What follows belongs to an exercise in optimizing a design on an open flow for small area; a production flow would make more cautious choices. Only simulation tests tie the RTL to the original design; equivalence was not proved. Power is estimated from default activity; no workload was simulated.

## flow/run.sh

```bash
#!/bin/bash
# synth_recipe.tcl (not shown) runs the flow's synth.tcl, then flattens the netlist and writes it again
# the make line also repeats each setting of config.mk as NAME=value (left out here)
make -C /OpenROAD-flow-scripts/flow DESIGN_CONFIG=/design/flow/config.mk WORK_HOME=/design/flow/orfs CLKGATE_MAP_FILE= SYNTH_SCRIPT=/design/flow/synth_recipe.tcl finish
```

## flow/config.mk

```make
export PLATFORM = sky130hd
export DESIGN_NAME = reorder_buffer
export DESIGN_NICKNAME = reorder_buffer
export VERILOG_FILES = /design/flow/design.v
export SDC_FILE = /design/flow/constraint.sdc
export NUM_CORES = 4
export LEC_CHECK = 0
export CAP_MARGIN = 20
export CORE_MARGIN = 2
export CORE_UTILIZATION = 40
export SLEW_MARGIN = 20
```

## flow/constraint.sdc

```tcl
create_clock -name core_clock -period 5.5 [get_ports {clk}]
set_input_delay 1.1000 -clock core_clock [delete_from_list [all_inputs] [get_ports {clk}]]
set_output_delay 1.1000 -clock core_clock [all_outputs]
set_load 0.01 [all_outputs]
```

## flow/design.v

```verilog
module reorder_buffer #(
  parameter int ROB_WIDTH = 4,
  parameter int DATA_W    = 32
) (
  input  logic                 clk,
  input  logic                 rst,
  input  logic                 in_assign_ena,
  input  logic [DATA_W-1:0]    in_inst,
  input  logic [4:0]           in_reg_rd,
  input  logic [DATA_W-1:0]    in_pc,
  input  logic                 in_predicted_taken,
  output logic [ROB_WIDTH-1:0] out_assigned_tag,
  output logic                 out_full,
  input  logic [ROB_WIDTH-1:0] in_query_tag1,
  input  logic [ROB_WIDTH-1:0] in_query_tag2,
  output logic                 out_query_tag1_ready,
  output logic                 out_query_tag2_ready,
  output logic [DATA_W-1:0]    out_query_ready_value1,
  output logic [DATA_W-1:0]    out_query_ready_value2,
  input  logic                 in_cdb_ena,
  input  logic [ROB_WIDTH-1:0] in_cdb_tag,
  input  logic [DATA_W-1:0]    in_cdb_value,
  input  logic                 in_cdb_taken,
  input  logic [DATA_W-1:0]    in_cdb_target,
  output logic                 out_commit_ena,
  output logic [4:0]           out_commit_rd,
  output logic [DATA_W-1:0]    out_commit_value,
  output logic [ROB_WIDTH-1:0] out_commit_tag,
  output logic                 out_store_commit_ena,
  output logic [ROB_WIDTH-1:0] out_store_commit_tag,
  output logic                 out_rollback,
  output logic [DATA_W-1:0]    out_correct_pc,
  output logic                 out_bp_update_ena,
  output logic [DATA_W-1:0]    out_bp_pc,
  output logic                 out_bp_taken
);
  localparam int DEPTH = 1 << ROB_WIDTH;
  typedef logic [ROB_WIDTH-1:0] tag_t;
  localparam tag_t CAP = tag_t'(DEPTH - 1);
  localparam logic [6:0] OP_STORE  = 7'b0100011;
  localparam logic [6:0] OP_BRANCH = 7'b1100011;
  localparam logic [6:0] OP_JALR   = 7'b1100111;
  tag_t             head_q, tail_q, count_q;
  logic [DEPTH-1:0] busy_q, ready_q;
  logic [DATA_W-1:0] inst_q   [DEPTH];
  logic [DATA_W-1:0] pc_q     [DEPTH];
  logic [DATA_W-1:0] value_q  [DEPTH];
  logic [DATA_W-1:0] target_q [DEPTH];
  logic [4:0]        rd_q     [DEPTH];
  logic [DEPTH-1:0]  pred_q, taken_q;
  logic              commit_ena_p1, store_ena_p1, rollback_p1, bp_ena_p1, bp_taken_p1;
  logic [4:0]        commit_rd_p1;
  logic [DATA_W-1:0] commit_value_p1, correct_pc_p1, bp_pc_p1;
  tag_t              commit_tag_p1, store_tag_p1;
  localparam tag_t ONE = tag_t'(1);
  tag_t head_next, tail_next;
  assign head_next = (head_q == CAP) ? ONE : head_q + ONE;
  assign tail_next = (tail_q == CAP) ? ONE : tail_q + ONE;
  logic              cdb_hit1, cdb_hit2, q_ready1, q_ready2;
  logic [DATA_W-1:0] q_value1, q_value2;
  always_comb begin
    cdb_hit1 = in_cdb_ena && (in_cdb_tag == in_query_tag1);
    cdb_hit2 = in_cdb_ena && (in_cdb_tag == in_query_tag2);
    q_ready1 = (in_query_tag1 != '0) && busy_q[in_query_tag1] && (ready_q[in_query_tag1] || cdb_hit1);
    q_ready2 = (in_query_tag2 != '0) && busy_q[in_query_tag2] && (ready_q[in_query_tag2] || cdb_hit2);
    if (!q_ready1)     q_value1 = '0;
    else if (cdb_hit1) q_value1 = in_cdb_value;
    else               q_value1 = value_q[in_query_tag1];
    if (!q_ready2)     q_value2 = '0;
    else if (cdb_hit2) q_value2 = in_cdb_value;
    else               q_value2 = value_q[in_query_tag2];
  end
  logic [6:0] head_op;
  logic       commit_fire, alloc_fire, cdb_fire, mispredict, rollback_fire;
  always_comb begin
    head_op       = inst_q[head_q][6:0];
    commit_fire   = (count_q != '0) && ready_q[head_q];
    alloc_fire    = in_assign_ena && (count_q != CAP);
    cdb_fire      = in_cdb_ena && (in_cdb_tag != '0) && busy_q[in_cdb_tag];
    mispredict    = taken_q[head_q] != pred_q[head_q];
    rollback_fire = commit_fire &&
                    (((head_op == OP_BRANCH) && mispredict) || (head_op == OP_JALR));
  end
  assign out_assigned_tag       = tail_q;
  assign out_full               = count_q >= (CAP - tag_t'(1));
  assign out_query_tag1_ready   = q_ready1;
  assign out_query_tag2_ready   = q_ready2;
  assign out_query_ready_value1 = q_value1;
  assign out_query_ready_value2 = q_value2;
  always_ff @(posedge clk) begin
    if (alloc_fire) begin
      inst_q[tail_q] <= in_inst;
      rd_q[tail_q]   <= in_reg_rd;
      pc_q[tail_q]   <= in_pc;
      pred_q[tail_q] <= in_predicted_taken;
    end
    if (cdb_fire) begin
      value_q[in_cdb_tag]  <= in_cdb_value;
      taken_q[in_cdb_tag]  <= in_cdb_taken;
      target_q[in_cdb_tag] <= in_cdb_target;
    end
  end
  always_ff @(posedge clk or posedge rst) begin
    if (rst) begin
      head_q          <= tag_t'(1);
      tail_q          <= tag_t'(1);
      count_q         <= '0;
      busy_q          <= '0;
      ready_q         <= '0;
      commit_ena_p1   <= 1'b0;
      commit_rd_p1    <= '0;
      commit_value_p1 <= '0;
      commit_tag_p1   <= '0;
      store_ena_p1    <= 1'b0;
      store_tag_p1    <= '0;
      rollback_p1     <= 1'b0;
      correct_pc_p1   <= '0;
      bp_ena_p1       <= 1'b0;
      bp_pc_p1        <= '0;
      bp_taken_p1     <= 1'b0;
    end else begin
      commit_ena_p1   <= commit_fire && (head_op != OP_STORE) && (head_op != OP_BRANCH) &&
                         (rd_q[head_q] != 5'd0);
      commit_rd_p1    <= commit_fire ? rd_q[head_q] : 5'd0;
      commit_value_p1 <= commit_fire ? value_q[head_q] : '0;
      commit_tag_p1   <= commit_fire ? head_q : '0;
      store_ena_p1    <= commit_fire && (head_op == OP_STORE);
      store_tag_p1    <= (commit_fire && (head_op == OP_STORE)) ? head_q : '0;
      bp_ena_p1       <= commit_fire && (head_op == OP_BRANCH);
      bp_pc_p1        <= (commit_fire && (head_op == OP_BRANCH)) ? pc_q[head_q] : '0;
      bp_taken_p1     <= commit_fire && (head_op == OP_BRANCH) && taken_q[head_q];
      rollback_p1     <= rollback_fire;
      if (!rollback_fire)       correct_pc_p1 <= '0;
      else if (head_op == OP_JALR || taken_q[head_q]) correct_pc_p1 <= target_q[head_q];
      else                      correct_pc_p1 <= pc_q[head_q] + DATA_W'(4);
      if (rollback_fire) begin
        head_q  <= tag_t'(1);
        tail_q  <= tag_t'(1);
        count_q <= '0;
        busy_q  <= '0;
        ready_q <= '0;
      end else begin
        if (cdb_fire) ready_q[in_cdb_tag] <= 1'b1;
        if (commit_fire) begin
          head_q          <= head_next;
          busy_q[head_q]  <= 1'b0;
          ready_q[head_q] <= 1'b0;
        end
        if (alloc_fire) begin
          tail_q          <= tail_next;
          busy_q[tail_q]  <= 1'b1;
          ready_q[tail_q] <= 1'b0;
        end
        count_q <= count_q + tag_t'(alloc_fire) - tag_t'(commit_fire);
      end
    end
  end
  assign out_commit_ena       = commit_ena_p1;
  assign out_commit_rd        = commit_rd_p1;
  assign out_commit_value     = commit_value_p1;
  assign out_commit_tag       = commit_tag_p1;
  assign out_store_commit_ena = store_ena_p1;
  assign out_store_commit_tag = store_tag_p1;
  assign out_rollback         = rollback_p1;
  assign out_correct_pc       = correct_pc_p1;
  assign out_bp_update_ena    = bp_ena_p1;
  assign out_bp_pc            = bp_pc_p1;
  assign out_bp_taken         = bp_taken_p1;
endmodule
```

==> notes.md <==
flip-flops by register name, summed over array words and instances (netlist names):
register	flops
commit_rd_p1	5
tail_q	4
store_tag_p1	4
store_ena_p1	1
inst_q	112
busy_q	16
taken_q	16
count_q	4
target_q	512
correct_pc_p1	32
bp_ena_p1	1
bp_pc_p1	32
bp_taken_p1	1
rd_q	80
head_q	4
commit_tag_p1	4
pc_q	512
pred_q	16
commit_ena_p1	1
commit_value_p1	32
ready_q	16
value_q	512
rollback_p1	1
final timing paths:
kind	from	to	slack [ps]	cells past startpoint
worst max-delay path	in_cdb_tag[2]	out_query_ready_value1[25]	240	8
worst min-delay path	busy_q[3]	busy_q[3]	570	2
worst max register to register	head_q[0]	correct_pc_p1[13]	1050	10
worst min register to register	busy_q[3]	busy_q[3]	570	2
max in group asynchronous	rst	commit_value_p1[23]	3640	3
min in group asynchronous	rst	store_ena_p1	710	2
synthesized netlist by cell type, types with 19 or more instances:
cell / count
mux2_2: 19
buf_2: 45
mux4_2: 790
clkbuf_1: 149
a21oi_1: 123
xnor2_1: 21
nor3_1: 31
a22o_1: 26
ha_1: 22
and2_1: 22
nor2b_1: 53
nand2_1: 215
mux4_1: 35
dfrtp_1: 156
buf_1: 37
nand3_1: 23
mux2i_1: 56
edfxtp_1: 1760
a22oi_1: 22
inv_1: 39
nor2_1: 154
o21ai_0: 69
cell type report:
| type | instances | area, sq um |
|---|---|---|
| repair buffers | 471 | 4960 |
| multi-input cells | 1931 | 25500 |
| clock inverters | 128 | 1180 |
| diodes | 11 | 27.5 |
| clock buffers | 234 | 5190 |
| well taps | 2788 | 3490 |
| fillers | 17200 | 110000 |
| inverters | 40 | 158 |
| flip-flops and latches | 1918 | 56800 |
stage by stage:
stage / hold WS [ps] / setup WS, ps / total power, mW
6_report: 567 / 241 / 34.1
2_1_floorplan: 477 / 78.5 / 19.4
4_1_cts: 563 / 221 / 34.4
3_5_place_dp: 546 / 231 / 21.3
5_1_grt: 593 / 134 / 35.3
3_3_place_gp: 545 / 295 / 21.2
critical path: cells and delay by family:
family	cells	cell delay, ps
buffers and inverters	2	1110
AND/OR/NAND/NOR	2	690
multiplexers	1	560
AO/OA/AOI/OAI	2	530
XOR/XNOR	1	170
per-layer routing:
layer / track usage / wire (microns)
met5: 0 / 237
met4: 0.0662 / 6350
met3: 0.0396 / 16300
met2: 0.353 / 114000
met1: 0.308 / 97500
kinds of logic (layout without fill, tap and decap cells):
kind of cell	Yosys count	count (layout)	synth area share
other	1	75	0.0000449
multiplexers	900	900	0.233
adder cells (fa/ha/maj)	23	23	0.00354
XOR/XNOR	37	37	0.00388
buffers and inverters	316	873	0.0199
flip-flops	1918	1918	0.680
AO/OA/AOI/OAI	339	339	0.0263
AND/OR/NAND/NOR	568	568	0.0325
where the power goes:
group	total (mW)	switching (mW)	leakage [nW]	internal [mW]
Sequential	17.2	0.376	18.1	16.9
Combinational	3.69	2.23	9.49	1.47
Clock	13.2	5.62	3.09	7.58
Total	34.1	8.22	30.6	25.9
cells in the final DEF, fill, tap and decap left out, types with 64 or more instances in the layout:
cell type        instances
a21oi_1                122
buf_4                  111
clkbuf_16              201
clkdlybuf4s50_1        302
conb_1                  64
dfrtp_1                153
edfxtp_1              1760
mux4_2                 790
nand2_1                215
nor2_1                 129
o21ai_0                 68
==> impl_metrics.tcl <==
set metrics [dict create \
    status "complete, no violations" \
    cts_sinks 1918 \
    rsz0062_at_grt "no" \
    crit_fanout 5 \
    arrival_ps 4160 \
    cp-end-kind "output pin" \
    grt_antenna_before_repair 37 \
    slowest_delay_ps 630 \
    async_flop_share 0.0824 \
    crit_slowest_cell "clkdlybuf4s50_1" \
    cts_max_level 4 \
    routedWlPerCell_microns 31.2 \
    yosysUniqueCellTypes 86 \
    fin_crit_sh 0.956 \
    initial_core_util 0.403 \
    placed_cell_area_sq_um 91000 \
    post-route-min-period_ps 5260 \
    grt_pass1_vias 44700 \
    finalHoldViolations 0 \
    setup_tns_ps 0 \
    clockRootBuffer "clkbuf_16" \
    cts_tree "done" \
    num_rows 167 \
    ant_nets 0 \
    drc 0 \
    maxCapViolations 0 \
    area_delta_synth_final_pct 16.6 \
    synthTopCellsByArea "edfxtp_1 63%, mux4_2 21%, dfrtp_1 4.7%" \
    ir_worst_vdd_v 0.000371 \
    die_x_microns 461 \
    postCtsHoldBufs 0 \
    gp_congestion 0.841 \
    core-area_sq_um 207000 \
    finish.utilization 0.470 \
    p_per_area_nw_per_um2 351 \
    critical_path_class "input port to output pin" \
    start_kind "input port" \
    drt_pre_antenna_iters 6 \
    post-cts-setup-buffer-count 0 \
    ios 336 \
    io_buffers 310 \
    worstPathRequired_ps 4400 \
    finalNonFillerCells 7521 \
    holdCritPathClass "flop to flop" \
    drtIter0Drc 4648 \
    drv_slew 0 \
    viasPerCell 5.92 \
    critical_path.most_common_cell "clkdlybuf4s50_1" \
    placed_cells 7148 \
    grt_pass1_wl_mm 332 \
    syn_avg_cell_area_sq_um 20.4 \
    cts_resized 0 \
    drt-total-wl_mm 235 \
    clockBufferDepth 3 \
    finish.net_count 4730 \
    die_y_microns 461 \
    synth_top_area_frac 0.633 \
    synth_cells 4102 \
    grt_use_total 0.220 \
    dp_hpwl_mm 137 \
    fin_skew_ps 38.9 \
    syn_area_sq_um 83500 \
    ys_warn_count 1 \
    synth_edf_count 1760 \
    ys_seq_area_frac 0.680 \
    relSlewSlack 0.242 \
    design_area_sq_um 97400 \
    synth_seq_cells 1918 \
    max_freq_ghz 0.190 \
    power_leakage_nw 30.6 \
    cts_inserted_buffers 194 \
    grt_max_degree 117 \
    setup_violations 0 \
    clk_latency_ps 850 \
    synth_flop_cell "edfxtp_1" \
    worstPathCellList "clkdlybuf4s50_1 -> xor2_1 -> nor3_1 -> and3_2 -> o21ai_0 -> mux4_2 -> a21oi_1 -> clkdlybuf4s50_1" \
    synth_top_area_cell "edfxtp_1" \
    clk_pin_slew_ps 60 \
    tightest_slew_ps 1140 \
    grt-ovfl-total 0 \
    die_area_sq_um 212000 \
    drive_gt1_frac 0.282 \
    route.vias.total 44500 \
]

separate check: timing with driven ports:
The flow's constraints put no driver on any port. The routed layout listed below was extracted and timed again, unchanged, in two steps.
Step 1 sets driving cells, clkbuf_16 on the clock port and buf_2 on the other inputs (assumed; they add their load-dependent delay and slew).
Step 2 adds t to the input delays and takes it off the output delays; t is the mean of the earliest and latest rising clock arrival at the registers after step 1. Input paths then give back, and output paths get back, about the clock's delay inside the block.
Slacks: no drivers / after step 1 / after step 2; pairs: no drivers / after step 1.
t (ns): 0.919
setup WS [ns]: 0.241 / 0.205 / 0.205
worst hold slack (ns): 0.567 / 0.567 / 0.567
worst setup path at the end: input to output
pins driven straight from the clock port: 1
After both steps setup and hold are still met in this run. The setup slack of this run moves by -0.036 ns with the drivers and by -0.036 ns with both steps.
